This design comes from an exercise in tuning for small area on the open sky130 flow, not from production work. Where RTL was checked, it was by simulation tests only, not by an equivalence proof against the original. Only the layout flow was run in runs 2 to 5; the RTL was not checked for function there. Power figures rest on the tool's default switching activity, not on a simulated workload. No driver is modelled on the clock port, so clocking that relies on it looks cheaper here than on a real chip.

## design.v

```verilog
package branch_target_buffer_pkg;
  localparam int XLEN = 32;
  typedef enum logic [1:0] {
    PCp4_I,
    Jump_R,
    Branch_C,
    Trap_C
  } pcSrc;
  localparam logic [1:0] BTB_CTR_RESET = 2'b01;
  localparam logic [XLEN-1:0] EVEN_MASK = {{(XLEN-1){1'b1}}, 1'b0};
  typedef struct packed {
    logic            valid;
    logic [XLEN-1:0] tag;
    logic [XLEN-1:0] target;
    logic [1:0]      ctr;
  } btbEntry;
  typedef struct packed {
    logic            v;
    logic [XLEN-1:0] pc;
    logic            pred;
    logic [XLEN-1:0] tgt;
  } btbSlot;
endpackage
module branch_target_buffer_counter (
  input  logic [1:0] ctr,
  input  logic       taken,
  output logic [1:0] ctr_next
);
  always_comb begin
    ctr_next = ctr;
    if (taken && ctr != 2'b11)       ctr_next = ctr + 2'd1;
    else if (!taken && ctr != 2'b00) ctr_next = ctr - 2'd1;
  end
endmodule
import branch_target_buffer_pkg::*;
module branch_target_buffer
#(
  parameter int ENTRIES = 16
) (
  input  logic            clk,
  input  logic            reset,
  input  logic [branch_target_buffer_pkg::XLEN-1:0] PC_I,
  output logic            Predict,
  output logic [branch_target_buffer_pkg::XLEN-1:0] Prediction,
  input  logic            StallI,
  input  logic            StallR,
  input  logic            FlushIR,
  input  logic            FlushRC,
  input  branch_target_buffer_pkg::pcSrc PCSrc_R,
  input  logic [branch_target_buffer_pkg::XLEN-1:0] PCpImm_R,
  input  logic            IsControl_C,
  input  logic            IsJump_C,
  input  logic            Taken_C,
  input  logic [branch_target_buffer_pkg::XLEN-1:0] Target_C,
  output logic            PredictionCorrect_R,
  output logic            PredictionCorrect_C
);
  localparam int IDX = $clog2(ENTRIES);
  localparam int TW  = XLEN - IDX - 2;    
  logic [ENTRIES-1:0]           valid_q;
  logic [ENTRIES-1:0][TW-1:0]   tag_q;
  logic [ENTRIES-1:0][XLEN-1:1] target_q;
  logic [ENTRIES-1:0][1:0]      ctr_q;
  logic            r_v_q, r_pred_q, r_hit_q;
  logic [XLEN-1:2] r_pc_q;
  logic [XLEN-1:1] r_tgt_q;
  logic            c_v_q, c_pred_q, c_hit_q;
  logic [XLEN-1:2] c_pc_q;
  logic [XLEN-1:1] c_tgt_q;
  logic [IDX-1:0] idx_i;
  logic           hit_i;
  assign idx_i = PC_I[IDX+1:2];
  assign hit_i = valid_q[idx_i] && (tag_q[idx_i] == PC_I[XLEN-1:IDX+2]);
  assign Predict    = hit_i && ctr_q[idx_i][1];
  assign Prediction = hit_i ? {target_q[idx_i], 1'b0} : '0;
  logic [IDX-1:0] idx_c;
  logic [1:0]     ctr_c, ctr_step, ctr_new;
  logic           train, wr, wr_ctr, alloc;
  assign idx_c  = c_pc_q[IDX+1:2];
  assign ctr_c  = ctr_q[idx_c];
  assign train  = c_v_q && IsControl_C && !StallR;
  assign wr     = train && (Taken_C || (c_hit_q && IsJump_C));
  assign wr_ctr = train && (Taken_C || c_hit_q);
  assign alloc  = train && !c_hit_q && Taken_C;
  branch_target_buffer_counter u_ctr (
    .ctr      (ctr_c),
    .taken    (Taken_C),
    .ctr_next (ctr_step)
  );
  assign ctr_new = IsJump_C ? 2'b11 : (c_hit_q ? ctr_step : 2'b10);
  logic same_ic, eq_ic, same_rc, eq_rc;
  logic hit_i_new, r_hit_new;
  assign same_ic = (PC_I[IDX+1:2] == idx_c);
  assign eq_ic   = (PC_I[XLEN-1:IDX+2] == c_pc_q[XLEN-1:IDX+2]);
  assign same_rc = (r_pc_q[IDX+1:2] == idx_c);
  assign eq_rc   = (r_pc_q[XLEN-1:IDX+2] == c_pc_q[XLEN-1:IDX+2]);
  assign hit_i_new = (alloc && same_ic) ? eq_ic : hit_i;
  assign r_hit_new = (alloc && same_rc) ? eq_rc : r_hit_q;
  always_ff @(posedge clk or posedge reset) begin
    if (reset) begin
      valid_q <= '0;
      r_v_q   <= 1'b0;
      c_v_q   <= 1'b0;
    end else begin
      for (int i = 0; i < ENTRIES; i++)
        if (wr && (idx_c == IDX'(i))) valid_q[i] <= 1'b1;
      if (FlushIR)      r_v_q <= 1'b0;
      else if (!StallI) r_v_q <= 1'b1;
      if (FlushRC)      c_v_q <= 1'b0;
      else if (!StallR) c_v_q <= (StallI && !FlushIR) ? 1'b0 : r_v_q;
    end
  end
  always_ff @(posedge clk) begin
    for (int i = 0; i < ENTRIES; i++) begin
      if (wr && (idx_c == IDX'(i))) begin
        tag_q[i]    <= c_pc_q[XLEN-1:IDX+2];
        target_q[i] <= Target_C[XLEN-1:1];
      end
      if (wr_ctr && (idx_c == IDX'(i))) ctr_q[i] <= ctr_new;
    end
    if (!StallI) begin
      r_pc_q   <= PC_I[XLEN-1:2];
      r_pred_q <= Predict;
      r_tgt_q  <= Prediction[XLEN-1:1];
      r_hit_q  <= hit_i_new;
    end else begin
      r_hit_q  <= r_hit_new;
    end
    if (!StallR) begin
      c_pc_q   <= r_pc_q;
      c_pred_q <= r_pred_q;
      c_tgt_q  <= r_tgt_q;
      c_hit_q  <= r_hit_new;
    end
  end
  assign PredictionCorrect_R = r_v_q && r_pred_q && (PCSrc_R == Jump_R) &&
                               (r_tgt_q == PCpImm_R[XLEN-1:1]);
  assign PredictionCorrect_C = c_v_q && IsControl_C && (c_pred_q == Taken_C) &&
                               (!Taken_C || (c_tgt_q == Target_C[XLEN-1:1]));
endmodule
```

## constraint.sdc

```tcl
create_clock -name core_clock -period 7.0 [get_ports {clk}]
set_input_delay 1.4000 -clock core_clock [delete_from_list [all_inputs] [get_ports {clk}]]
set_output_delay 1.4000 -clock core_clock [all_outputs]
set_load 0.01 [all_outputs]
```

## config.mk

```make
export PLATFORM = sky130hd
export DESIGN_NAME = branch_target_buffer
export DESIGN_NICKNAME = branch_target_buffer
export VERILOG_FILES = /design/flow/design.v
export SDC_FILE = /design/flow/constraint.sdc
export NUM_CORES = 4
export LEC_CHECK = 0
export CAP_MARGIN = 20
export CORE_MARGIN = 2
export CORE_UTILIZATION = 40
export SLEW_MARGIN = 20
```

## run.sh

```bash
#!/bin/bash
# synth_recipe.tcl (not shown) runs the flow's synth.tcl, then flattens the netlist and writes it again
# the make line also repeats each setting of config.mk as NAME=value (left out here)
make -C /OpenROAD-flow-scripts/flow DESIGN_CONFIG=/design/flow/config.mk WORK_HOME=/design/flow/orfs CLKGATE_MAP_FILE= SYNTH_SCRIPT=/design/flow/synth_recipe.tcl finish
```

==> flow_summary.json, run 1 <==
{
  "r2r_start": "tag_q[283]$_DFFE_PP_",
  "ir_worst_vdd_uv": 191,
  "routed_wl_mm": 108,
  "syn_inst": 1986,
  "synth_common_cells": "1069 x edfxtp_1, 251 x mux4_2, 89 x xnor2_1, 67 x xor2_1, 65 x mux2i_1",
  "syn2layout_area_growth_pct": 17.3,
  "die_h_microns": 331,
  "ys_async_sr_fraction_pct": 1.65,
  "crit_path_max_fanout": 30,
  "synth_area_sq_um": 42700,
  "antenna_left": 0,
  "post_drt_wl_per_cell_microns": 29.0,
  "r2r_setup_slack_ns": 3.26,
  "vias": 21170,
  "initial_utilization_pct": 40.5,
  "maxSlewViolCount": 0,
  "nets": 2348,
  "hold_depth": 0,
  "tns_ns": 0,
  "rows": 119,
  "worst_pin_slew_ns": 1.12,
  "power_frac_comb_pct": 5.1,
  "antenna_found_initial": 0,
  "cp.required_ns": 5.60,
  "critical_path.endpoint_type": "primary output",
  "grt_usage_pct": 19.8,
  "pin_count": 142,
  "status": "finished clean",
  "finalHoldViolations": 0,
  "grt_pass1_vias": 21707,
  "die_x_microns": 331,
  "drt_iter0_markers": 2264,
  "htree_levels": 3,
  "routed_via_density": 5.69,
  "cts_buffers": 109,
  "routabilityCongestion": 0.836,
  "pwr-share-seq_pct": 52.6,
  "dr.pass1.iters": 5,
  "yosysTopAreaCell": "edfxtp_1",
  "ys.flop_type": "edfxtp_1",
  "slew_headroom_pct": 25.3,
  "start_kind": "input port",
  "grt_max_degree": 105,
  "multi_input_area_sq_um": 9800,
  "overflow": 0,
  "timing.fmax_mhz": 147,
  "synth_edf_count": 1069,
  "switching_share_pct": 20.9,
  "dp_slack_ns": 0.0820,
  "grt_pass1_wl_mm": 155,
  "dieArea_sq_um": 109000,
  "synth_area_per_cell_sq_um": 21.5,
  "clk_latency_ns": 0.69,
  "whs_endpoint": "c_pc_q[13]$_DFFE_PN_",
  "clock_power_share_pct": 42.3,
  "hp-class": "flop to flop",
  "reg2reg_depth": 11,
  "cts_hold_buf": 0,
  "p_leak_nw": 16.0,
  "synth_area_leaders": "edfxtp_1 75%, mux4_2 13%, xnor2_1 1.8%",
  "min_period_ns": 6.81,
  "rr_endpoint": "r_tgt_q[24]$_DFFE_PN_",
  "synth_top_area_share_pct": 75.1,
  "switching_power_w": 0.00290,
  "power.internal_w": 0.0110,
  "power_w": 0.0139,
  "synth-seq-area-share_pct": 76.2,
  "seq_area_sq_um": 32600,
  "clk_path_buf_depth": 3,
  "synth_cell_types": 64,
  "timing.final.ws_setup_ns": 0.191,
  "drc": 0,
  "finClkSkew_ns": 0.0431,
  "clk_pin_slew_ns": 0.06,
  "rsz0062_at_grt": "no",
  "dp_hpwl_mm": 62.6,
  "clock_sinks": 1088,
  "maxCapViolCount": 0,
  "cts-root-buf": "clkbuf_16",
  "yosys_warnings": 2,
  "setup_viol": 0,
  "critPathKind": "input port to primary output",
  "io_buffers": 136,
  "period_share_pct": 97.3,
  "synth_nets": 2095,
  "synth-seq-cells": 1088,
  "tritoncts": "built",
  "hold_path.startpoint": "r_pc_q[13]$_DFFE_PN_",
  "fillers": 8505,
  "worstPathArrival_ns": 5.41,
  "powerDensity_nw_per_um2": 277,
  "synth_most_common_cell": "edfxtp_1",
  "core_area_sq_um": 106000,
  "drive_gt1_share_pct": 23.6
}
==> repair_timing <==
item                                    4_1_cts  5_1_grt
setup buffers                                 0        0
endpoints found under the setup margin        0       18
gates resized for setup                       0        8
endpoints found under the hold margin         0        0
==> cell type report <==
type	instances	share of cell area, %
Tap cell	1391	3.47
Timing Repair Buffer	229	4.65
Clock inverter	62	1.46
Clock buffer	140	5.72
Multi-Input combinational cell	798	19.6
Antenna cell	1	0.00500
Sequential cell	1088	65.0
Inverter	13	0.105
==> cell families after synthesis <==
| group | share of synthesized area (%) |
|---|---|
| AOI/OAI and AO/OA | 1.63 |
| xor gates and xnor gates | 3.20 |
| adders and majority gates | 0.0586 |
| buffers and inverters | 1.12 |
| DFF | 76.2 |
| muxes | 15.0 |
| other | 0.00878 |
| and+or+nand+nor | 2.72 |
==> registers in the layout, summed over array words and instances (netlist names) <==
signal / cells
valid_q: 16
c_v_q: 1
ctr_q: 32
c_pred_q: 1
r_hit_q: 1
r_tgt_q: 31
c_tgt_q: 31
c_hit_q: 1
target_q: 496
c_pc_q: 30
tag_q: 416
r_v_q: 1
r_pc_q: 30
r_pred_q: 1
==> metal layers <==
metal,vias to the layer above,GRT usage (%),wire (microns)
met1,11534,28.1,45500
met5,-,0,0
met3,119,2.68,6630
met2,774,32.8,54000
met4,0,4.52,1730
li1,8743,-,-
==> power by group through the flow <==
stage          clock network, W  registers (W)  logic (W)
6_report                0.00587        0.00731   0.000708
4_1_cts                 0.00596        0.00731   0.000713
2_1_floorplan                 0        0.00740   0.000410
3_5_place_dp                  0        0.00744   0.000709
5_1_grt                 0.00622        0.00731   0.000751
3_3_place_gp                  0        0.00743   0.000702
==> worst max-delay path by stage <==
stage	start	end	depth (start not counted)
floorplan	PC_I[3]	Prediction[22]	12
global placement	PC_I[2]	Prediction[24]	14
detailed placement	PC_I[2]	Prediction[24]	14
CTS	PC_I[2]	Prediction[17]	12
global route	PC_I[2]	Prediction[17]	13
finish	PC_I[2]	Prediction[13]	13
==> placed cells by master, fill, tap and decap left out, drive strengths merged, types with 4 or more instances in the layout <==
cell,n
edfxtp,1069
mux4,251
clkbuf,140
clkdlybuf4s50,129
buf,97
xnor2,89
xor2,67
mux2i,65
nor2,51
clkinv,45
nor2b,38
nand2,24
nor4,20
nand4,20
or2,19
dfrtp,18
o21ai,18
a22oi,16
bufinv,15
inv,13
a21oi,12
nor3,11
mux2,10
nand3,9
o22ai,8
a221oi,7
nand2b,6
a22o,5
o211ai,5
o2111ai,4
==> worst max-delay path: stages <==
cell	delay, ns
buf_8	0.21
buf_12	0.21
buf_4	0.25
nor2_4	0.11
a22oi_1	0.25
o21ai_1	0.15
a32oi_1	0.20
or4b_1	0.47
or4b_1	0.53
or4_4	0.55
buf_12	0.21
nor2b_1	0.20
clkdlybuf4s50_1	0.60
==> stage by stage <==
stage          utilization (%)  hold WS (ns)  cell area [sq um]  instances
3_3_place_gp              44.0         0.446              46500       3519
2_1_floorplan                -         0.427              42700       1986
6_report                  47.5         0.452              50100       3722
5_1_grt                   47.5         0.465              50100       3721
4_1_cts                   47.4         0.445              50100       3721
3_5_place_dp              44.0         0.449              46500       3519
==> run 2, diff against run 1 <==
--- a/design.v
+++ b/design.v
@@ -69,10 +69,24 @@
   logic [XLEN-1:1] c_tgt_q;
   logic [IDX-1:0] idx_i;
   logic           hit_i;
+  logic [ENTRIES-1:0] sel_i;
+  logic               e_v, e_c1;
+  logic [TW-1:0]      e_tag;
+  logic [XLEN-1:1]    e_tgt;
   assign idx_i = PC_I[IDX+1:2];
-  assign hit_i = valid_q[idx_i] && (tag_q[idx_i] == PC_I[XLEN-1:IDX+2]);
-  assign Predict    = hit_i && ctr_q[idx_i][1];
-  assign Prediction = hit_i ? {target_q[idx_i], 1'b0} : '0;
+  always_comb begin
+    e_v = 1'b0; e_c1 = 1'b0; e_tag = '0; e_tgt = '0;
+    for (int i = 0; i < ENTRIES; i++) begin
+      sel_i[i] = (idx_i == IDX'(i));
+      e_v   = e_v   | (sel_i[i] & valid_q[i]);
+      e_c1  = e_c1  | (sel_i[i] & ctr_q[i][1]);
+      e_tag = e_tag | ({TW{sel_i[i]}} & tag_q[i]);
+      e_tgt = e_tgt | ({(XLEN-1){sel_i[i]}} & target_q[i]);
+    end
+  end
+  assign hit_i = e_v && (e_tag == PC_I[XLEN-1:IDX+2]);
+  assign Predict    = hit_i && e_c1;
+  assign Prediction = hit_i ? {e_tgt, 1'b0} : '0;
   logic [IDX-1:0] idx_c;
   logic [1:0]     ctr_c, ctr_step, ctr_new;
   logic           train, wr, wr_ctr, alloc;
==> flow/run.sh (new file) <==
#!/bin/bash
# Standard layout with smaller port buffers and a lighter clock tree.
export BUFFER_PORTS_ARGS="-buffer_cell sky130_fd_sc_hd__buf_1"
export CTS_ARGS="-sink_clustering_enable -repair_clock_nets -dont_use_dummy_load -buf_list sky130_fd_sc_hd__clkbuf_16 -sink_clustering_size 24 -sink_clustering_max_diameter 70"
bash standard.sh > standard.log 2>&1
==> standard.sh (new file) <==
#!/bin/bash
# synth_recipe.tcl (not shown) runs the flow's synth.tcl, then flattens the netlist and writes it again
# the make line also repeats each setting of config.mk as NAME=value (left out here)
make -C /OpenROAD-flow-scripts/flow DESIGN_CONFIG=/design/flow/config.mk WORK_HOME=/design/flow/orfs CLKGATE_MAP_FILE= SYNTH_SCRIPT=/design/flow/synth_recipe.tcl "${@:-finish}"
removed: run.sh
==> flow_summary.json, run 2 <==
{
  "ir_worst_vdd_uv": 200,
  "grt_max_degree": 62,
  "cts_buffers": 54,
  "finalHoldViolations": 0,
  "overflow": 0,
  "timing.fmax_mhz": 151,
  "tns_ns": 0,
  "dp_hpwl_mm": 74.7,
  "drt_iter0_markers": 3305,
  "cts_hold_buf": 0,
  "antenna_found_initial": 2,
  "whs_endpoint": "c_tgt_q[24]$_DFFE_PN_",
  "yosys_warnings": 2,
  "die_x_microns": 328,
  "cts_resized": 0,
  "nets": 2653,
  "io_buffers": 136,
  "path_buf_inv": 4,
  "synth-seq-cells": 1088,
  "rsz0062_at_grt": "no",
  "clk_pin_slew_ns": 0.09,
  "tritoncts": "built",
  "synth_cell_types": 74,
  "maxCapViolCount": 0,
  "hold_path.startpoint": "r_tgt_q[24]$_DFFE_PN_",
  "setup_viol": 0,
  "initial_utilization_pct": 40.5,
  "cp.required_ns": 5.60,
  "maxSlewViolCount": 0,
  "antenna_left": 0,
  "core_area_sq_um": 104000,
  "final_cell_mix": "1069 x edfxtp_1, 247 x a22oi_1, 131 x buf_1",
  "r2r_start": "c_pc_q[2]$_DFFE_PN_",
  "cts-root-buf": "clkbuf_16",
  "largest_register": "target_q",
  "met1_length_mm": 50.6,
  "power_w": 0.0113,
  "diodes": 0,
  "vias": 24241,
  "final_cell_count_no_fill": 3922,
  "dr_wl_met3_mm": 12.5,
  "hp-class": "flop to flop",
  "pin_count": 142,
  "dp.cells": 3868,
  "hold_depth": 0,
  "top_regs": "target_q (496), tag_q (416), ctr_q (32)",
  "drc": 0,
  "syn_inst": 2378,
  "ys_async_sr_fraction_pct": 1.65,
  "routed_wl_mm": 126,
  "drive_gt1_share_pct": 12.0,
  "yosysTopAreaCell": "edfxtp_1",
  "critical_path.endpoint_type": "primary output",
  "worst_pin_slew_ns": 1.06,
  "slowest_stage": "a2111oi_2",
  "r2r_setup_slack_ns": 3.35,
  "worst-path-stages": 12,
  "crit_chain": "clkbuf_4, buf_4, and2_0, a32o_1, a222oi_1, o211ai_1, or3_1, a2111oi_2, nand4_4, buf_12, nor3_2, buf_1",
  "synth_area_per_cell_sq_um": 17.7,
  "htree_levels": 2,
  "crit_family": "compound AO/OA/AOI/OAI gates",
  "start_kind": "input port",
  "synth_area_leaders": "edfxtp_1 76%, a22oi_1 4.4%, xnor2_1 1.8%",
  "dr_wl_met2_mm": 59.8,
  "synth_top_area_share_pct": 76.4,
  "synth_common_cells": "1069 x edfxtp_1, 247 x a22oi_1, 88 x nor2_1, 88 x xnor2_1, 74 x clkbuf_1",
  "clk_latency_ns": 0.68,
  "final_common_cell": "edfxtp_1",
  "worstPathArrival_ns": 5.24,
  "ys.flop_type": "edfxtp_1",
  "rr_endpoint": "ctr_q[13]$_DFFE_PP_",
  "clock_sinks": 1088,
  "powerDensity_nw_per_um2": 244,
  "synth-seq-area-share_pct": 77.5,
  "routabilityCongestion": 0.884,
  "crit_path_max_fanout": 33,
  "die_h_microns": 328,
  "synth_nets": 2487,
  "synth_edf_count": 1069,
  "whs_ns": 0.473,
  "dr.pass1.iters": 6,
  "worst_path_largest_cell_delay_ns": 0.49,
  "routed_via_density": 6.18,
  "post_drt_wl_per_cell_microns": 32.2,
  "rows": 118,
  "top_layer": "met5",
  "period_share_pct": 94.8,
  "dieArea_sq_um": 108000,
  "min_period_ns": 6.64,
  "syn2layout_area_growth_pct": 10.0,
  "final_core_utilization_pct": 44.5,
  "grt_usage_pct": 23.0,
  "synth_most_common_cell": "edfxtp_1",
  "status": "finished clean",
  "cts_setup_buffers": 0,
  "synth_area_sq_um": 42000,
  "grt_pass1_wl_mm": 177,
  "reg2reg_depth": 8,
  "largest_register_ffs": 496,
  "p_leak_nw": 14.2,
  "grt_pass1_vias": 23615,
  "finClkSkew_ns": 0.0710,
  "critPathKind": "input port to primary output",
  "slew_headroom_pct": 29.2,
  "clk_path_buf_depth": 3
}
==> run 2: changes by cell type in the layout (fill, tap and decap cells not counted), moves of 23 or more <==
cell / previous run / this run
nand3_1: 9 / 59
a22oi_1: 16 / 247
mux4_2: 251 / 13
clkbuf_16: 110 / 54
clkdlybuf4s50_1: 129 / 0
buf_1: 0 / 131
clkinv_1: 25 / 0
nor2_1: 34 / 69
a221oi_1: 7 / 54
clkbuf_1: 30 / 0
nor2b_1: 37 / 14
a22o_1: 5 / 53
nor3_2: 0 / 32
==> run 2: worst register-to-register path, delay by kind of cell (launching register included) <==
kind	cells	cell delay [ns]
multiplexers	3	1.32
flip-flops	1	0.97
AND/OR/NAND/NOR	2	0.52
adder cells (fa/ha/maj)	1	0.23
AO/OA/AOI/OAI	1	0.12
buffers and inverters	1	0.08
==> run 2: worst max-delay path by stage <==
| stage | start | endpoint |
|---|---|---|
| 2_1_floorplan | PC_I[3] | Prediction[10] |
| 3_3_place_gp | PC_I[5] | Prediction[18] |
| 5_1_grt | PC_I[5] | Prediction[18] |
| 3_5_place_dp | PC_I[5] | Prediction[18] |
| 6_report | PC_I[4] | Prediction[18] |
| 4_1_cts | PC_I[5] | Prediction[18] |
==> run 2: where the power goes <==
group	total, W	switching (W)	internal [W]
Combinational	0.000671	0.000451	0.000220
Sequential	0.00730	0.0000923	0.00721
Clock	0.00329	0.00192	0.00137
==> run 2: final cells by class <==
type,instances,area (sq um)
Inverter,12,47.5
Tap cell,1380,1730
Sequential cell,1088,32600
Timing Repair Buffer,243,1530
Multi-Input combinational cell,1145,9000
Clock buffer,54,1350
Fill cell,8900,57600
==> run 2: metrics by stage <==
stage / setup slack (ns) / instance area (sq um)
final: 0.364 / 46200
after global routing: 0.276 / 46200
after CTS: 0.450 / 46200
after detailed placement: 0.460 / 44900
after global placement: 0.478 / 44900
after floorplan: 1.63 / 42000
==> run 2: logic make-up (layout without fill, tap and decap cells) <==
| logic type | count (synthesis) | after routing | share of synthesized area (%) |
|---|---|---|---|
| xor gates and xnor gates | 143 | 143 | 2.98 |
| buffers and inverters | 145 | 309 | 1.70 |
| adders and majority gates | 2 | 2 | 0.0595 |
| other | 1 | 1 | 0.00892 |
| and+or+nand+nor | 401 | 401 | 5.56 |
| muxes | 98 | 98 | 2.84 |
| AOI/OAI and AO/OA | 500 | 500 | 9.33 |
| DFF | 1088 | 1088 | 77.5 |
==> run 2: routing by layer <==
layer	up-vias	track usage, %
met5	-	0
met4	4	6.24
met3	186	3.88
met2	1364	36.9
met1	12715	32.4
li1	9972	-
==> run 3, diff against run 2 <==
--- a/config.mk
+++ b/config.mk
@@ -7,5 +7,6 @@
 export LEC_CHECK = 0
 export CAP_MARGIN = 20
 export CORE_MARGIN = 2
-export CORE_UTILIZATION = 40
+export CORE_UTILIZATION = 60
+export PLACE_DENSITY = 0.75
 export SLEW_MARGIN = 20
==> flow_summary.json, run 3 <==
{
  "cts-root-buf": "clkbuf_16",
  "largest_register": "target_q",
  "start_kind": "input port",
  "io_buffers": 136,
  "crit_path_max_fanout": 34,
  "dieArea_sq_um": 72200,
  "critPathKind": "input port to primary output",
  "antenna_found_initial": 3,
  "critical_path.endpoint_type": "primary output",
  "routed_wl_mm": 117,
  "timing.fmax_mhz": 148,
  "finalHoldViolations": 0,
  "p_leak_nw": 14.2,
  "worst_path_largest_cell_delay_ns": 0.83,
  "power_w": 0.0112,
  "synth_area_leaders": "edfxtp_1 76%, a22oi_1 4.4%, xnor2_1 1.8%",
  "worst_pin_slew_ns": 1.16,
  "setup_viol": 0,
  "routed_via_density": 7.08,
  "worstPathArrival_ns": 5.36,
  "drc": 0,
  "synth_most_common_cell": "edfxtp_1",
  "hp-class": "flop to flop",
  "top_regs": "target_q (496), tag_q (416), ctr_q (32)",
  "period_share_pct": 96.6,
  "crit_path_frequent_cell": "buf_4",
  "maxCapViolCount": 0,
  "post_drt_wl_per_cell_microns": 33.4,
  "crit_chain": "clkbuf_4, nor2_1, nand2_1, buf_4, o221ai_1, o21ai_0, a211o_1, a2111oi_2, nand4_2, buf_12, nor3_1, buf_4, buf_1",
  "vias": 24751,
  "synth_area_sq_um": 42000,
  "rows": 97,
  "dp_slack_ns": 0.332,
  "slowest_stage": "nor2_1",
  "drive_gt1_share_pct": 12.4,
  "rsz0062_at_grt": "no",
  "antenna_left": 0,
  "yosys_warnings": 2,
  "clock_sinks": 1088,
  "largest_register_ffs": 496,
  "syn2layout_area_growth_pct": 8.66,
  "ys_async_sr_fraction_pct": 1.65,
  "grt_pass1_vias": 23654,
  "ys.flop_type": "edfxtp_1",
  "min_period_ns": 6.76,
  "tritoncts": "built",
  "cts_setup_buffers": 0,
  "cts_hold_buf": 0,
  "clk_pin_slew_ns": 0.09,
  "routabilityCongestion": 0.919,
  "pin_count": 142,
  "dp_hpwl_mm": 69.0,
  "synth_nets": 2487,
  "synth-seq-area-share_pct": 77.5,
  "grt_pass1_wl_mm": 165,
  "finClkSkew_ns": 0.0800,
  "synth_edf_count": 1069,
  "synth_cell_types": 74,
  "synth_area_per_cell_sq_um": 17.7,
  "postPlaceCellArea_sq_um": 44300,
  "dr.pass1.iters": 6,
  "cp.required_ns": 5.60,
  "die_h_microns": 269,
  "final_common_cell": "edfxtp_1",
  "ir_worst_vdd_uv": 214,
  "clk_path_buf_depth": 3,
  "drt_iter0_markers": 4436,
  "syn_inst": 2378,
  "overflow": 0,
  "synth_common_cells": "1069 x edfxtp_1, 247 x a22oi_1, 88 x nor2_1, 88 x xnor2_1, 74 x clkbuf_1",
  "grt_max_degree": 65,
  "powerDensity_nw_per_um2": 245,
  "nets": 2665,
  "yosysTopAreaCell": "edfxtp_1",
  "slew_headroom_pct": 22.9,
  "timing.final.ws_setup_ns": 0.236,
  "die_x_microns": 269,
  "clk_latency_ns": 0.66,
  "core_area_sq_um": 69700,
  "fin_area_sq_um": 45700,
  "grt_usage_pct": 32.3,
  "htree_levels": 2,
  "synth-seq-cells": 1088,
  "synth_top_area_share_pct": 76.4,
  "maxSlewViolCount": 0,
  "fillers": 4709,
  "initial_utilization_pct": 60.3,
  "status": "finished clean",
  "tns_ns": 0,
  "final_cell_mix": "1069 x edfxtp_1, 247 x a22oi_1, 132 x buf_1",
  "cts_resized": 0,
  "cts_buffers": 53
}
-- run 3: worst max-delay path: cells and delay by family --
kind / cells / cell delay [ns]
AO/OA/AOI/OAI: 4 / 1.09
buffers and inverters: 5 / 1.12
AND/OR/NAND/NOR: 4 / 1.64
-- run 3: path summary, 6_finish.rpt --
check | cells after the start | start | to | slack [ns]
setup / recovery | 13 | PC_I[5] | Predict | 0.24
hold / removal | 0 | r_pc_q[29]$_DFFE_PN_ | c_pc_q[29]$_DFFE_PN_ | 0.47
setup reg to reg | 8 | c_pc_q[2]$_DFFE_PN_ | ctr_q[1]$_DFFE_PP_ | 3.31
hold reg to reg | 0 | r_pc_q[29]$_DFFE_PN_ | c_pc_q[29]$_DFFE_PN_ | 0.47
max in group asynchronous | 2 | reset | c_v_q$_DFFE_PP0P_ | 5.58
min in group asynchronous | 2 | reset | valid_q[6]$_DFFE_PP0P_ | 0.89
-- run 3: kinds of logic after synthesis --
group | Yosys count | share of synthesized area [%]
xor+xnor | 143 | 2.98
other cells | 1 | 0.00892
fa+ha+maj | 2 | 0.0595
buf+inv | 145 | 1.70
simple gates | 401 | 5.56
flops | 1088 | 77.5
mux | 98 | 2.84
compound gates | 500 | 9.33
-- run 3: per-stage QoR --
| step | instances | hold slack [ns] | util, % |
|---|---|---|---|
| final | 3496 | 0.465 | 65.5 |
| after global routing | 3494 | 0.475 | 65.5 |
| after CTS | 3493 | 0.469 | 65.5 |
| after detailed placement | 3440 | 0.455 | 63.6 |
| after global placement | 3439 | 0.447 | 63.6 |
| after floorplan | 2378 | 0.427 | - |
-- run 3: metal layers --
metal | share of wire [%] | vias to the layer above | wire (microns) | GRT usage [%]
met4 | 3.4 | 2 | 3940 | 10.6
met5 | 0.014 | - | 16 | 0
met3 | 14 | 264 | 15900 | 6.96
li1 | - | 10004 | - | -
met1 | 37 | 12452 | 42700 | 46.5
met2 | 46 | 2029 | 54200 | 50.0
-- run 3: final cells by class --
type | count | area, sq um | area share (%)
diodes | 2 | 5.00 | 0.0110
inverters | 12 | 45.0 | 0.0986
flip-flops and latches | 1088 | 32600 | 71.3
well taps | 940 | 1180 | 2.58
repair buffers | 256 | 1540 | 3.38
multi-input cells | 1145 | 8990 | 19.7
clock buffers | 53 | 1330 | 2.90
-- run 3: power by group --
part	internal (W)	total, W	leakage (nW)	switching (W)
logic	0.000222	0.000665	3.58	0.000443
registers	0.00721	0.00730	9.99	0.0000875
clock network	0.00135	0.00322	0.653	0.00187
total	0.00878	0.0112	14.2	0.00240
==> run 4, diff against run 3 <==
==> flow/run.sh (replaced) <==
#!/bin/bash
# Standard layout with smaller port buffers and a lighter clock tree.
export BUFFER_PORTS_ARGS="-buffer_cell sky130_fd_sc_hd__buf_1"
export CTS_ARGS="-sink_clustering_enable -repair_clock_nets -dont_use_dummy_load -buf_list sky130_fd_sc_hd__clkbuf_8 -sink_clustering_size 12 -sink_clustering_max_diameter 50"
bash standard.sh > standard.log 2>&1
--- a/config.mk
+++ b/config.mk
@@ -7,6 +7,5 @@
 export LEC_CHECK = 0
 export CAP_MARGIN = 20
 export CORE_MARGIN = 2
-export CORE_UTILIZATION = 60
-export PLACE_DENSITY = 0.75
+export CORE_UTILIZATION = 40
 export SLEW_MARGIN = 20
==> flow_summary.json, run 4 <==
{
  "status": "finished clean",
  "yosysTopAreaCell": "edfxtp_1",
  "largest_register": "target_q",
  "maxSlewViolCount": 0,
  "synth_area_per_cell_sq_um": 17.7,
  "hp-class": "flop to flop",
  "powerDensity_nw_per_um2": 244,
  "core_area_sq_um": 104000,
  "path_buf_inv": 6,
  "min_period_ns": 6.63,
  "finalHoldViolations": 0,
  "finClkSkew_ns": 0.0910,
  "clk_latency_ns": 0.78,
  "antenna_left": 0,
  "grt_usage_pct": 23.2,
  "drt_iter0_markers": 3395,
  "synth_common_cells": "1069 x edfxtp_1, 247 x a22oi_1, 88 x nor2_1, 88 x xnor2_1, 74 x clkbuf_1",
  "drc": 0,
  "synth-seq-cells": 1088,
  "slew_headroom_pct": 28.3,
  "top_regs": "target_q (496), tag_q (416), ctr_q (32)",
  "critical_path.endpoint_type": "primary output",
  "whs_ns": 0.438,
  "final_cell_mix": "1069 x edfxtp_1, 247 x a22oi_1, 131 x buf_1",
  "grt_pass1_vias": 24009,
  "ir_worst_vdd_uv": 137,
  "worst_pin_slew_ns": 1.07,
  "synth_area_leaders": "edfxtp_1 76%, a22oi_1 4.4%, xnor2_1 1.8%",
  "timing.fmax_mhz": 151,
  "grt_pass1_wl_mm": 178,
  "routed_via_density": 6.17,
  "synth_area_sq_um": 42000,
  "overflow": 0,
  "dieArea_sq_um": 108000,
  "worst_path_largest_cell_delay_ns": 0.57,
  "tritoncts": "built",
  "start_kind": "input port",
  "syn2layout_area_growth_pct": 10.3,
  "io_buffers": 136,
  "syn_inst": 2378,
  "ys_async_sr_fraction_pct": 1.65,
  "period_share_pct": 94.6,
  "die_h_microns": 328,
  "critPathKind": "input port to primary output",
  "post_drt_wl_per_cell_microns": 32.0,
  "nets": 2706,
  "pin_count": 142,
  "cts_buffers": 107,
  "synth-seq-area-share_pct": 77.5,
  "synth_nets": 2487,
  "yosys_warnings": 2,
  "fillers": 8893,
  "crit_family": "simple AND/OR/NAND/NOR gates",
  "routabilityCongestion": 0.884,
  "synth_top_area_share_pct": 76.4,
  "ys.flop_type": "edfxtp_1",
  "htree_levels": 3,
  "setup_viol": 0,
  "p_leak_nw": 14.3,
  "initial_utilization_pct": 40.5,
  "vias": 24523,
  "routed_wl_mm": 127,
  "rsz0062_at_grt": "no",
  "dr.pass1.iters": 6,
  "synth_edf_count": 1069,
  "cts_resized": 0,
  "cp.required_ns": 5.60,
  "clock_sinks": 1088,
  "crit_path_max_fanout": 61,
  "antenna_found_initial": 5,
  "clk_pin_slew_ns": 0.08,
  "cts-root-buf": "clkbuf_8",
  "crit_chain": "clkbuf_4, buf_12, inv_1, nand2_1, nor3_1, or4_1, xor2_1, nor4_1, nand3_2, buf_12, nor3_1, buf_4, buf_1",
  "tns_ns": 0,
  "largest_register_ffs": 496,
  "cts_setup_buffers": 0,
  "slowest_stage": "or4_1",
  "maxCapViolCount": 0,
  "die_x_microns": 328,
  "rows": 118,
  "grt_max_degree": 62,
  "dp_hpwl_mm": 74.7,
  "synth_most_common_cell": "edfxtp_1",
  "synth_cell_types": 74,
  "worstPathArrival_ns": 5.23,
  "cts_hold_buf": 0,
  "clk_path_buf_depth": 3,
  "drive_gt1_share_pct": 13.8,
  "final_common_cell": "edfxtp_1"
}
[run 4: cell counts after synthesis]
No cell type changed its count.
[run 4: final timing paths]
check                                startpoint                endpoint  slack [ns]  cells past startpoint
min reg2reg                r_pc_q[18]$_DFFE_PN_    c_pc_q[18]$_DFFE_PN_        0.44                      0
min                        r_pc_q[18]$_DFFE_PN_    c_pc_q[18]$_DFFE_PN_        0.44                      0
max reg2reg                 c_pc_q[2]$_DFFE_PN_     ctr_q[13]$_DFFE_PP_        3.32                      8
max in group asynchronous                 reset  valid_q[4]$_DFFE_PP0P_        5.67                      2
min in group asynchronous                 reset  valid_q[3]$_DFFE_PP0P_        0.78                      2
max                                     PC_I[5]          Prediction[31]        0.37                     13
[run 4: layout make-up]
class / count / area [sq um] / share of cell area (%)
Clock buffer: 107 / 1470 / 3.18
Timing Repair Buffer: 243 / 1530 / 3.31
Sequential cell: 1088 / 32600 / 70.3
Antenna cell: 1 / 2.50 / 0.00540
Inverter: 12 / 47.5 / 0.103
Tap cell: 1380 / 1730 / 3.73
Multi-Input combinational cell: 1145 / 9000 / 19.4
[run 4: layer usage]
metal | vias up | routed length, microns | part of all wire [%] | global-route usage, %
li1 | 10055 | - | - | -
met1 | 12777 | 50500 | 40 | 32.4
met2 | 1466 | 59900 | 47 | 37.1
met3 | 217 | 13100 | 10 | 4.26
met4 | 8 | 3540 | 2.8 | 6.96
met5 | - | 47 | 0.037 | 0
[run 4: logic make-up after synthesis]
kind of cell	synth area share [%]
compound gates	9.33
buf+inv	1.70
simple gates	5.56
flops	77.5
fa+ha+maj	0.0595
other cells	0.00892
xor+xnor	2.98
mux	2.84
[run 4: where the power goes]
| group | internal (W) | switching [W] |
|---|---|---|
| Combinational | 0.000220 | 0.000451 |
| Clock | 0.00135 | 0.00200 |
| Sequential | 0.00721 | 0.0000922 |
| Total | 0.00879 | 0.00255 |
[run 4: metrics by stage]
step | utilization, % | worst slack [ns] | power, W | std cells | instance area (sq um)
2_1_floorplan | - | 1.63 | 0.00776 | 2378 | 42000
3_3_place_gp | 43.2 | 0.478 | 0.00810 | 3868 | 44900
3_5_place_dp | 43.2 | 0.460 | 0.00811 | 3868 | 44900
4_1_cts | 44.7 | 0.454 | 0.0114 | 3975 | 46300
5_1_grt | 44.7 | 0.261 | 0.0116 | 3976 | 46400
6_report | 44.7 | 0.375 | 0.0113 | 3976 | 46400
==> run 5, diff against run 4 <==
==> flow/run.sh (replaced) <==
#!/bin/bash
# Standard layout with smaller port buffers and a lighter clock tree.
export BUFFER_PORTS_ARGS="-buffer_cell sky130_fd_sc_hd__buf_1"
export CTS_ARGS="-sink_clustering_enable -repair_clock_nets -dont_use_dummy_load -buf_list sky130_fd_sc_hd__clkbuf_16 -sink_clustering_size 32 -sink_clustering_max_diameter 60"
bash standard.sh > standard.log 2>&1
--- a/config.mk
+++ b/config.mk
@@ -5,7 +5,7 @@
 export SDC_FILE = /design/flow/constraint.sdc
 export NUM_CORES = 4
 export LEC_CHECK = 0
-export CAP_MARGIN = 20
+export CAP_MARGIN = 5
 export CORE_MARGIN = 2
 export CORE_UTILIZATION = 40
-export SLEW_MARGIN = 20
+export SLEW_MARGIN = 5
==> flow_summary.json, run 5 <==
{
  "grt_pass1_vias": 23646,
  "clk_pin_slew_ns": 0.10,
  "synth_area_sq_um": 42000,
  "synth_edf_count": 1069,
  "finalHoldViolations": 0,
  "slew_headroom_pct": 14.0,
  "cp.required_ns": 5.60,
  "largest_register_ffs": 496,
  "timing.fmax_mhz": 151,
  "worst_path_largest_cell_delay_ns": 0.50,
  "cts-root-buf": "clkbuf_16",
  "crit_chain": "clkbuf_4, buf_4, and2_0, a32o_1, a222oi_1, o211ai_1, or3_1, a2111oi_2, nand4_4, buf_12, nor3_1, buf_4, buf_1",
  "ir_worst_vdd_uv": 222,
  "clock_power_share_pct": 30.4,
  "power_frac_comb_pct": 5.9,
  "p_leak_nw": 14.3,
  "critPathKind": "input port to primary output",
  "period_share_pct": 94.5,
  "ys_async_sr_fraction_pct": 1.65,
  "cts_setup_buffers": 0,
  "crit_path_frequent_cell": "buf_4",
  "vias": 24348,
  "worst_pin_slew_ns": 1.28,
  "slowest_stage": "a2111oi_2",
  "finClkSkew_ns": 0.108,
  "path_buf_inv": 5,
  "post_drt_wl_per_cell_microns": 32.1,
  "rows": 118,
  "pwr-share-seq_pct": 63.8,
  "power.internal_w": 0.00897,
  "yosysTopAreaCell": "edfxtp_1",
  "drive_gt1_share_pct": 12.2,
  "hp-class": "flop to flop",
  "overflow": 0,
  "nets": 2660,
  "min_period_ns": 6.61,
  "grt_pass1_wl_mm": 177,
  "synth_top_area_share_pct": 76.4,
  "antenna_found_initial": 3,
  "multi_input_area_sq_um": 9000,
  "critical_path.endpoint_type": "primary output",
  "start_kind": "input port",
  "routabilityCongestion": 0.884,
  "synth_area_leaders": "edfxtp_1 76%, a22oi_1 4.4%, xnor2_1 1.8%",
  "switching_share_pct": 21.7,
  "seq_area_sq_um": 32600,
  "grt_usage_pct": 22.9,
  "io_buffers": 136,
  "synth_cell_types": 74,
  "maxSlewViolCount": 0,
  "timing.final.ws_setup_ns": 0.387,
  "synth-seq-area-share_pct": 77.5,
  "worstPathArrival_ns": 5.21,
  "switching_power_w": 0.00249,
  "die_x_microns": 328,
  "dp_hpwl_mm": 74.7,
  "htree_levels": 2,
  "dp_slack_ns": 0.460,
  "die_h_microns": 328,
  "synth_area_per_cell_sq_um": 17.7,
  "syn_inst": 2378,
  "clk_latency_ns": 0.72,
  "rsz0062_at_grt": "no",
  "clock_sinks": 1088,
  "drt_iter0_markers": 3458,
  "dr.pass1.iters": 6,
  "cts_hold_buf": 0,
  "status": "finished clean",
  "grt_max_degree": 62,
  "cts_resized": 0,
  "clk_path_buf_depth": 3,
  "tns_ns": 0,
  "pin_count": 142,
  "setup_viol": 0,
  "cts_buffers": 61,
  "core_area_sq_um": 104000,
  "final_cell_mix": "1069 x edfxtp_1, 247 x a22oi_1, 131 x buf_1",
  "drc": 0,
  "synth_nets": 2487,
  "final_common_cell": "edfxtp_1",
  "synth-seq-cells": 1088,
  "dieArea_sq_um": 108000,
  "antenna_left": 0,
  "syn2layout_area_growth_pct": 10.4,
  "fillers": 8874,
  "crit_family": "compound AO/OA/AOI/OAI gates",
  "top_regs": "target_q (496), tag_q (416), ctr_q (32)",
  "synth_common_cells": "1069 x edfxtp_1, 247 x a22oi_1, 88 x nor2_1, 88 x xnor2_1, 74 x clkbuf_1",
  "initial_utilization_pct": 40.5,
  "tritoncts": "built",
  "ys.flop_type": "edfxtp_1",
  "routed_via_density": 6.20,
  "diodes": 0,
  "yosys_warnings": 2,
  "synth_most_common_cell": "edfxtp_1",
  "largest_register": "target_q",
  "crit_path_max_fanout": 33,
  "maxCapViolCount": 0,
  "routed_wl_mm": 126,
  "powerDensity_nw_per_um2": 247
}
## run 5: cells by family after synthesis
kind of cell | after synthesis | share of synthesized area (%)
other | 1 | 0.00892
multiplexers | 98 | 2.84
buffers and inverters | 145 | 1.70
AND/OR/NAND/NOR | 401 | 5.56
adder cells (fa/ha/maj) | 2 | 0.0595
AO/OA/AOI/OAI | 500 | 9.33
XOR/XNOR | 143 | 2.98
flip-flops | 1088 | 77.5
## run 5: per-layer routing
layer / share of wire, % / GRT usage [%] / vias to the layer above / wire (microns)
met4: 2.8 / 6.25 / 4 / 3580
met1: 40 / 32.4 / 12772 / 50900
li1: - / - / 9988 / -
met3: 9.7 / 3.92 / 194 / 12300
met5: 0.021 / 0 / - / 26
met2: 47 / 36.8 / 1390 / 59300
## run 5: power groups by stage
stage	registers (W)	clock network, W	logic [W]
floorplan	0.00740	0	0.000357
global placement	0.00745	0	0.000652
detailed placement	0.00745	0	0.000661
CTS	0.00731	0.00351	0.000664
global route	0.00731	0.00371	0.000704
finish	0.00730	0.00348	0.000671
## run 5: worst paths after layout
| kind | startpoint | to | slack, ns | cells after the start |
|---|---|---|---|---|
| worst max-delay path | PC_I[4] | Prediction[31] | 0.39 | 13 |
| worst min-delay path | r_pc_q[14]$_DFFE_PN_ | c_pc_q[14]$_DFFE_PN_ | 0.45 | 0 |
| worst max register to register | c_pc_q[2]$_DFFE_PN_ | ctr_q[23]$_DFFE_PP_ | 3.32 | 8 |
| worst min register to register | r_pc_q[14]$_DFFE_PN_ | c_pc_q[14]$_DFFE_PN_ | 0.45 | 0 |
| max in group asynchronous | reset | c_v_q$_DFFE_PP0P_ | 5.56 | 2 |
| min in group asynchronous | reset | valid_q[15]$_DFFE_PP0P_ | 0.86 | 2 |
## run 5: per-stage QoR
stage               util (%)  instance area (sq um)  hold WS (ns)  total power [W]  std cells
floorplan                  -                  42000         0.427          0.00776       2378
global placement        43.2                  44900         0.448          0.00810       3868
detailed placement      43.2                  44900         0.454          0.00811       3868
CTS                     44.7                  46400         0.448           0.0115       3929
global route            44.7                  46400         0.468           0.0117       3929
finish                  44.7                  46400         0.448           0.0115       3929
## run 5: cell type report
class                           count  share of cell area, %
Clock buffer                       61                   3.29
Inverter                           12                  0.102
Multi-Input combinational cell   1145                   19.4
Sequential cell                  1088                   70.2
Tap cell                         1380                   3.72
Timing Repair Buffer              243                   3.30
==> run 6, diff against run 5 <==
--- a/design.v
+++ b/design.v
@@ -74,15 +74,25 @@
   logic [TW-1:0]      e_tag;
   logic [XLEN-1:1]    e_tgt;
   assign idx_i = PC_I[IDX+1:2];
+  logic [3:0]          g_v, g_c1;
+  logic [3:0][TW-1:0]  g_tag;
+  logic [3:0][XLEN-1:1] g_tgt;
   always_comb begin
-    e_v = 1'b0; e_c1 = 1'b0; e_tag = '0; e_tgt = '0;
-    for (int i = 0; i < ENTRIES; i++) begin
-      sel_i[i] = (idx_i == IDX'(i));
-      e_v   = e_v   | (sel_i[i] & valid_q[i]);
-      e_c1  = e_c1  | (sel_i[i] & ctr_q[i][1]);
-      e_tag = e_tag | ({TW{sel_i[i]}} & tag_q[i]);
-      e_tgt = e_tgt | ({(XLEN-1){sel_i[i]}} & target_q[i]);
+    for (int i = 0; i < ENTRIES; i++) sel_i[i] = (idx_i == IDX'(i));
+    for (int k = 0; k < 4; k++) begin
+      g_v[k]   = ((sel_i[4*k]   & valid_q[4*k])   | (sel_i[4*k+1] & valid_q[4*k+1])) |
+                 ((sel_i[4*k+2] & valid_q[4*k+2]) | (sel_i[4*k+3] & valid_q[4*k+3]));
+      g_c1[k]  = ((sel_i[4*k]   & ctr_q[4*k][1])   | (sel_i[4*k+1] & ctr_q[4*k+1][1])) |
+                 ((sel_i[4*k+2] & ctr_q[4*k+2][1]) | (sel_i[4*k+3] & ctr_q[4*k+3][1]));
+      g_tag[k] = (({TW{sel_i[4*k]}}   & tag_q[4*k])   | ({TW{sel_i[4*k+1]}} & tag_q[4*k+1])) |
+                 (({TW{sel_i[4*k+2]}} & tag_q[4*k+2]) | ({TW{sel_i[4*k+3]}} & tag_q[4*k+3]));
+      g_tgt[k] = (({(XLEN-1){sel_i[4*k]}}   & target_q[4*k])   | ({(XLEN-1){sel_i[4*k+1]}} & target_q[4*k+1])) |
+                 (({(XLEN-1){sel_i[4*k+2]}} & target_q[4*k+2]) | ({(XLEN-1){sel_i[4*k+3]}} & target_q[4*k+3]));
     end
+    e_v   = (g_v[0]   | g_v[1])   | (g_v[2]   | g_v[3]);
+    e_c1  = (g_c1[0]  | g_c1[1])  | (g_c1[2]  | g_c1[3]);
+    e_tag = (g_tag[0] | g_tag[1]) | (g_tag[2] | g_tag[3]);
+    e_tgt = (g_tgt[0] | g_tgt[1]) | (g_tgt[2] | g_tgt[3]);
   end
   assign hit_i = e_v && (e_tag == PC_I[XLEN-1:IDX+2]);
   assign Predict    = hit_i && e_c1;
==> flow/run.sh (replaced) <==
#!/bin/bash
# Standard layout, except:
#  - synthesis maps the logic with an area-oriented ABC script (abc_area_nf.script);
#  - ports are buffered with buf_1;
#  - the clock tree uses clkbuf_16 sink clusters of up to 24 and no dummy loads.
# Each tool's output goes to the ORFS logs under orfs/logs; make's output to *.log here.
set -euo pipefail
HERE=$(pwd)
rm -rf "$HERE/scripts_mod"
cp -r "$FLOW_HOME/scripts" "$HERE/scripts_mod"
cp "$HERE/flow/abc_area_nf.script" "$HERE/scripts_mod/abc_speed.script"
export BUFFER_PORTS_ARGS="-buffer_cell sky130_fd_sc_hd__buf_1"
export CTS_ARGS="-sink_clustering_enable -repair_clock_nets -dont_use_dummy_load -buf_list sky130_fd_sc_hd__clkbuf_16 -sink_clustering_size 24 -sink_clustering_max_diameter 70"
SCRIPTS_DIR="$HERE/scripts_mod" bash standard.sh synth > synth.log 2>&1
bash standard.sh > standard.log 2>&1
==> flow/abc_area_nf.script (new file) <==
&get -n
&st
&dch -f
&nf -a -R 1000
&put
topo
--- a/config.mk
+++ b/config.mk
@@ -5,7 +5,7 @@
 export SDC_FILE = /design/flow/constraint.sdc
 export NUM_CORES = 4
 export LEC_CHECK = 0
-export CAP_MARGIN = 5
+export CAP_MARGIN = 20
 export CORE_MARGIN = 2
 export CORE_UTILIZATION = 40
-export SLEW_MARGIN = 5
+export SLEW_MARGIN = 20
==> flow_summary.json, run 6 <==
{
  "p_leak_nw": 13.4,
  "pwr-share-seq_pct": 65.9,
  "synth_nets": 2177,
  "final_core_utilization_pct": 45.2,
  "powerDensity_nw_per_um2": 249,
  "drt_iter0_markers": 3592,
  "drive_gt1_share_pct": 9.59,
  "met1_length_mm": 45.9,
  "power_w": 0.0111,
  "power_frac_comb_pct": 4.7,
  "tns_ns": 0,
  "whs_ns": 0.471,
  "overflow": 0,
  "clk_latency_ns": 0.65,
  "r2r_setup_slack_ns": 3.19,
  "status": "finished clean",
  "final_common_cell": "edfxtp_1",
  "synth_common_cells": "1069 x edfxtp_1, 280 x a22oi_1, 101 x a222oi_1, 76 x nand4_1, 69 x nor2_1",
  "clock_power_share_pct": 29.4,
  "finClkSkew_ns": 0.0520,
  "worstPathArrival_ns": 5.30,
  "routed_wl_mm": 114,
  "die_x_microns": 318,
  "crit_family": "simple AND/OR/NAND/NOR gates",
  "largest_register": "target_q",
  "pin_count": 142,
  "rows": 115,
  "clock_sinks": 1088,
  "dp.cells": 3600,
  "power.internal_w": 0.00876,
  "largest_register_ffs": 496,
  "crit_path_max_fanout": 31,
  "clk_path_buf_depth": 3,
  "dr_wl_met3_mm": 11.9,
  "synth-seq-area-share_pct": 82.5,
  "multi_input_area_sq_um": 7060,
  "switching_share_pct": 20.9,
  "dp_hpwl_mm": 66.2,
  "dr_wl_met2_mm": 54.0,
  "synth_area_leaders": "edfxtp_1 81%, a22oi_1 5.3%, a222oi_1 2.6%",
  "hp-class": "flop to flop",
  "initial_utilization_pct": 40.2,
  "final_cell_count_no_fill": 3674,
  "grt_max_degree": 47,
  "slew_headroom_pct": 36.6,
  "routed_via_density": 6.20,
  "whs_endpoint": "c_pc_q[25]$_DFFE_PN_",
  "die_h_microns": 318,
  "worst_pin_slew_ns": 0.950,
  "dr.pass1.iters": 9,
  "start_kind": "input port",
  "reg2reg_depth": 11,
  "synth_cell_types": 40,
  "vias": 22791,
  "ir_worst_vdd_uv": 175,
  "antenna_found_initial": 6,
  "maxCapViolCount": 0,
  "core_area_sq_um": 98100,
  "syn_inst": 2068,
  "grt_pass1_vias": 22479,
  "crit_chain": "buf_1, buf_4, nand2_2, nor2_4, buf_12, a22oi_1, nand4_1, nor2_1, a21oi_1, nand4_1, nor4_1, nand4_1, nor4_1, buf_4, clkinv_1, buf_12, a31oi_1, buf_4, buf_1",
  "finalHoldViolations": 0,
  "fillers": 8366,
  "yosysTopAreaCell": "edfxtp_1",
  "maxSlewViolCount": 0,
  "switching_power_w": 0.00232,
  "drc": 0,
  "nets": 2498,
  "r2r_start": "c_pc_q[2]$_DFFE_PN_",
  "cts_hold_buf": 0,
  "hold_path.startpoint": "r_pc_q[25]$_DFFE_PN_",
  "grt_pass1_wl_mm": 161,
  "diodes": 0,
  "final_cell_mix": "1069 x edfxtp_1, 280 x a22oi_1, 133 x buf_1",
  "timing.fmax_mhz": 149,
  "rsz0062_at_grt": "no",
  "htree_levels": 2,
  "yosys_warnings": 2,
  "synth_most_common_cell": "edfxtp_1",
  "routabilityCongestion": 0.810,
  "critical_path.endpoint_type": "primary output",
  "seq_area_sq_um": 32600,
  "tritoncts": "built",
  "synth_area_sq_um": 39500,
  "post_drt_wl_per_cell_microns": 31.2,
  "ys_async_sr_fraction_pct": 1.65,
  "hold_depth": 0,
  "dieArea_sq_um": 101000,
  "min_period_ns": 6.70,
  "critPathKind": "input port to primary output",
  "antenna_left": 0,
  "grt_usage_pct": 22.0,
  "rr_endpoint": "ctr_q[19]$_DFFE_PP_",
  "top_layer": "met5",
  "path_buf_inv": 8,
  "synth_area_per_cell_sq_um": 19.1,
  "period_share_pct": 95.8,
  "worst_path_largest_cell_delay_ns": 0.40,
  "cts_buffers": 54,
  "cts-root-buf": "clkbuf_16",
  "ys.flop_type": "edfxtp_1",
  "synth-seq-cells": 1088,
  "synth_top_area_share_pct": 81.3,
  "synth_edf_count": 1069,
  "syn2layout_area_growth_pct": 12.5,
  "top_regs": "target_q (496), tag_q (416), ctr_q (32)",
  "cp.required_ns": 5.60,
  "clk_pin_slew_ns": 0.08,
  "slowest_stage": "nor2_4",
  "io_buffers": 136,
  "setup_viol": 0
}
## run 6: logic make-up (layout without fill, tap and decap cells)
family,count (synthesis),in the layout,synth area share [%]
adder cells (fa/ha/maj),2,2,0.0634
AO/OA/AOI/OAI,516,516,10.2
buffers and inverters,21,340,0.209
AND/OR/NAND/NOR,320,320,4.28
flip-flops,1088,1088,82.5
other,1,1,0.00950
XOR/XNOR,120,120,2.66
## run 6: per-layer routing
layer / vias to the layer above / track usage (%)
li1: 9437 / -
met1: 11816 / 31.0
met2: 1366 / 35.6
met3: 166 / 3.71
met4: 6 / 5.55
met5: - / 0
## run 6: worst reg2reg max path, stage by stage, from the launching register on
cell and delay (ns):
edfxtp_1 0.54, nor2b_1 0.62, a22oi_1 0.19, a21oi_1 0.17
a21oi_1 0.05, o21ai_0 0.38, clkinv_1 0.13, ha_1 0.21
nor2_1 0.17, a21oi_1 0.11, o21ai_0 0.10, nand4b_1 0.62
## run 6: worst max path at each step
stage	from	to	slack, ns	cells after the start
after floorplan	PC_I[5]	Predict	0.22	12
after global placement	PC_I[2]	Prediction[5]	-0.14	17
after detailed placement	PC_I[2]	Prediction[18]	0.03	18
after CTS	PC_I[5]	Prediction[24]	0.04	17
after global routing	PC_I[2]	Prediction[24]	0.02	19
final	PC_I[2]	Prediction[24]	0.30	19
## run 6: area by class of cell
| class | instances | share of cell area (%) |
|---|---|---|
| Clock buffer | 54 | 3.04 |
| Inverter | 20 | 0.175 |
| Multi-Input combinational cell | 959 | 15.9 |
| Sequential cell | 1088 | 73.4 |
| Tap cell | 1287 | 3.63 |
| Timing Repair Buffer | 266 | 3.89 |
## run 6: what timing repair did
action	CTS	global route
setup buffers	3	16
pin swaps	1	7
resized for setup	0	10
setup endpoints to repair	1	32
## run 6: through the flow
stage	worst slack (ns)	area (sq um)
2_1_floorplan	0.222	39600
3_3_place_gp	-0.143	42800
3_5_place_dp	0.0300	42800
4_1_cts	0.0405	44200
5_1_grt	0.0179	44400
6_report	0.296	44400
## run 6: power by group through the flow
stage,logic (W),registers [W],clock network [W]
6_report,0.000518,0.00730,0.00325
5_1_grt,0.000557,0.00731,0.00350
4_1_cts,0.000510,0.00730,0.00329
3_5_place_dp,0.000507,0.00745,0
3_3_place_gp,0.000496,0.00744,0
2_1_floorplan,0.000245,0.00742,0
==> run 7, diff against run 6 <==
==> flow/run.sh (replaced) <==
#!/bin/bash
# Standard layout, except:
#  - synthesis maps the logic with an area-oriented ABC script (abc_area_nf.script);
#  - ports are buffered with buf_1;
#  - the clock tree uses clkbuf_16 sink clusters of up to 30 and no dummy loads.
# Each tool's output goes to the ORFS logs under orfs/logs; make's output to *.log here.
set -euo pipefail
HERE=$(pwd)
rm -rf "$HERE/scripts_mod"
cp -r "$FLOW_HOME/scripts" "$HERE/scripts_mod"
cp "$HERE/flow/abc_area_nf.script" "$HERE/scripts_mod/abc_speed.script"
export BUFFER_PORTS_ARGS="-buffer_cell sky130_fd_sc_hd__buf_1"
export RECOVER_POWER=100
export CTS_ARGS="-sink_clustering_enable -repair_clock_nets -dont_use_dummy_load -buf_list sky130_fd_sc_hd__clkbuf_16 -sink_clustering_size 30 -sink_clustering_max_diameter 100"
SCRIPTS_DIR="$HERE/scripts_mod" bash standard.sh synth > synth.log 2>&1
bash standard.sh > standard.log 2>&1
==> flow_summary.json, run 7 <==
{
  "clk_latency_ns": 0.65,
  "post_drt_wl_per_cell_microns": 31.2,
  "slew_headroom_pct": -156,
  "synth_compound_area_share_pct": 10.2,
  "synth_nets": 2177,
  "die_h_microns": 318,
  "routabilityCongestion": 0.810,
  "largest_register": "target_q",
  "synth_area_per_cell_sq_um": 19.1,
  "grt_pass1_wl_mm": 160,
  "timing.fmax_mhz": 147,
  "vias": 22610,
  "pin_count": 142,
  "synth_top_family_by_area": "compound AO/OA/AOI/OAI gates",
  "fillers": 8443,
  "min_period_ns": 6.81,
  "start_kind": "input port",
  "final_cell_mix": "1069 x edfxtp_1, 280 x a22oi_1, 101 x a222oi_1",
  "whs_ns": 0.472,
  "grt_max_degree": 47,
  "critPathKind": "input port to primary output",
  "antenna_found_initial": 5,
  "finalHoldViolations": 0,
  "r2r_setup_slack_ns": 1.31,
  "clk_pin_slew_ns": 0.11,
  "syn2layout_area_growth_pct": 11.1,
  "syn_inst": 2068,
  "grt_usage_pct": 21.9,
  "maxSlewViolCount": 763,
  "synth-seq-area-share_pct": 82.5,
  "cts-root-buf": "clkbuf_16",
  "r2r_start": "c_v_q$_DFFE_PP0P_",
  "synth-simple-area-share_pct": 4.28,
  "top_regs": "target_q (496), tag_q (416), ctr_q (32)",
  "nets": 2483,
  "crit_end": "Prediction[18]",
  "ys.flop_type": "edfxtp_1",
  "synthMuxAreaShare_pct": 0,
  "rsz0062_at_grt": "no",
  "cts_hold_buf": 0,
  "violations": "max-capacitance violations, max-slew violations",
  "critical_path.endpoint_type": "primary output",
  "reg2reg_depth": 7,
  "synth_fa_ha_area_share_pct": 0.0634,
  "diodes": 0,
  "powerDensity_nw_per_um2": 245,
  "yosysTopAreaCell": "edfxtp_1",
  "crit_path_max_fanout": 31,
  "worst_pin_slew_ns": 3.84,
  "ys_async_sr_fraction_pct": 1.65,
  "dr.pass1.iters": 8,
  "final_cell_count_no_fill": 3659,
  "final_common_cell": "edfxtp_1",
  "hp-class": "flop to flop",
  "dp_hpwl_mm": 66.2,
  "synth_area_sq_um": 39500,
  "htree_levels": 2,
  "rr_endpoint": "tag_q[43]$_DFFE_PP_",
  "p_leak_nw": 13.0,
  "tritoncts": "built",
  "maxCapViolCount": 25,
  "worstPathArrival_ns": 5.41,
  "multi_input_area_sq_um": 6990,
  "period_share_pct": 97.3,
  "synth_top_area_share_pct": 81.3,
  "dp.cells": 3600,
  "die_x_microns": 318,
  "io_buffers": 136,
  "drive_gt1_share_pct": 7.08,
  "clk_path_buf_depth": 3,
  "final_core_utilization_pct": 44.7,
  "setup_viol": 0,
  "routed_wl_mm": 114,
  "drc": 0,
  "ir_worst_vdd_uv": 168,
  "largest_register_ffs": 496,
  "clock_sinks": 1088,
  "antenna_left": 0,
  "yosys_warnings": 2,
  "cts_buffers": 42,
  "synth_most_common_cell": "edfxtp_1",
  "initial_utilization_pct": 40.2,
  "finClkSkew_ns": 0.0669,
  "synth-seq-cells": 1088,
  "yosys.area_share.xor_xnor_pct": 2.66,
  "startpoint": "PC_I[2]",
  "synth_edf_count": 1069,
  "dieArea_sq_um": 101000,
  "status": "finished with violations",
  "synth_area_leaders": "edfxtp_1 81%, a22oi_1 5.3%, a222oi_1 2.6%",
  "synth_cell_types": 40,
  "cp.required_ns": 5.60,
  "power_w": 0.0107,
  "grt_pass1_vias": 22286,
  "seq_area_sq_um": 32600,
  "rows": 115,
  "drt_iter0_markers": 3516,
  "overflow": 0,
  "synth_common_cells": "1069 x edfxtp_1, 280 x a22oi_1, 101 x a222oi_1, 76 x nand4_1, 69 x nor2_1",
  "routed_via_density": 6.18,
  "core_area_sq_um": 98100
}
## run 7: area by class of cell
cell class	count	share of cell area (%)
Multi-Input combinational cell	959	15.9
Clock buffer	42	2.40
Timing Repair Buffer	263	3.49
Inverter	20	0.177
Tap cell	1287	3.67
Sequential cell	1088	74.3
## run 7: kinds of logic (layout without fill, tap and decap cells)
| logic type | count (synthesis) | count (layout) |
|---|---|---|
| AOI/OAI and AO/OA | 516 | 516 |
| and+or+nand+nor | 320 | 320 |
| adders and majority gates | 2 | 2 |
| buffers and inverters | 21 | 325 |
| xor gates and xnor gates | 120 | 120 |
| DFF | 1088 | 1088 |
| other | 1 | 1 |
## run 7: routing by layer
metal	vias up	global-route usage [%]	share of wire, %
li1	9405	-	-
met1	11722	31.1	40
met2	1324	35.6	47
met3	153	3.57	11
met4	6	5.48	2.4
met5	-	0	0.033
## run 7: report_power, final
part	total (W)	switching (W)	internal (W)
clock network	0.00292	0.00183	0.00109
logic	0.000513	0.000349	0.000165
registers	0.00731	0.0000849	0.00722
## run 7: worst max-delay path, stage by stage
cell,delay [ns]
clkbuf_1,0.30
buf_4,0.25
nand2_2,0.16
nor2_4,0.44
buf_12,0.22
a22oi_1,0.10
nand4_1,0.12
nor2_1,0.08
xor2_1,0.17
nand4_1,0.22
nor4_1,0.35
nand4_1,0.13
nor4_1,0.29
buf_4,0.19
clkinv_1,0.14
buf_12,0.21
a31oi_1,0.22
buf_4,0.18
buf_1,0.16
## run 7: worst min-delay path by stage
stage / from / end / slack (ns) / cells after the start
2_1_floorplan: r_pred_q$_DFFE_PN_ / c_pred_q$_DFFE_PN_ / 0.43 / 0
3_3_place_gp: r_tgt_q[1]$_DFFE_PN_ / c_tgt_q[1]$_DFFE_PN_ / 0.45 / 0
3_5_place_dp: r_pc_q[25]$_DFFE_PN_ / c_pc_q[25]$_DFFE_PN_ / 0.45 / 0
4_1_cts: r_tgt_q[30]$_DFFE_PN_ / c_tgt_q[30]$_DFFE_PN_ / 0.47 / 0
5_1_grt: r_pc_q[6]$_DFFE_PN_ / c_pc_q[6]$_DFFE_PN_ / 0.49 / 0
6_report: r_tgt_q[30]$_DFFE_PN_ / c_tgt_q[30]$_DFFE_PN_ / 0.47 / 0
## run 7: what timing repair did
item / 4_1_cts / 5_1_grt
endpoints found under the setup margin: 0 / 32
setup buffers: 0 / 17
gates resized for setup: 0 / 9
## run 7: stage by stage
stage                     cell area (sq um)  worst slack (ns)  setup TNS [ns]
after detailed placement              42800            0.0300               0
after global routing                  43800           0.00302               0
after global placement                42800            -0.143           -1.72
after floorplan                       39600             0.222               0
after CTS                             43900            0.0129               0
final                                 43800             0.187               0

separate check: timing with driven ports:
In the flow no input, the clock included, has a driving cell. The finished layouts below were timed again as built, in two steps.
Step 1, drivers: a clkbuf_16 drives clk and a buf_2 each remaining input, both assumed.
Step 2 also shifts input and output timing later by t, the mid clock arrival at the registers, as if the neighbouring blocks saw the same clock.
a / b / c = ideal ports / drivers / drivers and shift; a / b = the first two.
| run | shift t [ns] | setup WS [ns] | cell pins on the clock port's net |
|---|---|---|---|
| run 1 | 0.739 | 0.191 / 0.131 / 0.131 | 1 |
| run 2 | 0.707 | 0.364 / 0.324 / 0.324 | 1 |
| run 3 | 0.685 | 0.236 / 0.208 / 0.208 | 1 |
| run 4 | 0.796 | 0.375 / 0.323 / 0.323 | 1 |
| run 5 | 0.727 | 0.387 / 0.344 / 0.344 | 1 |
| run 6 | 0.681 | 0.296 / 0.264 / 0.264 | 1 |
| run 7 | 0.685 | 0.187 / 0.154 / 0.010 | 1 |
The setup slack of run 7, which loses most, moves by -0.033 ns with the drivers and by -0.177 ns with both steps.
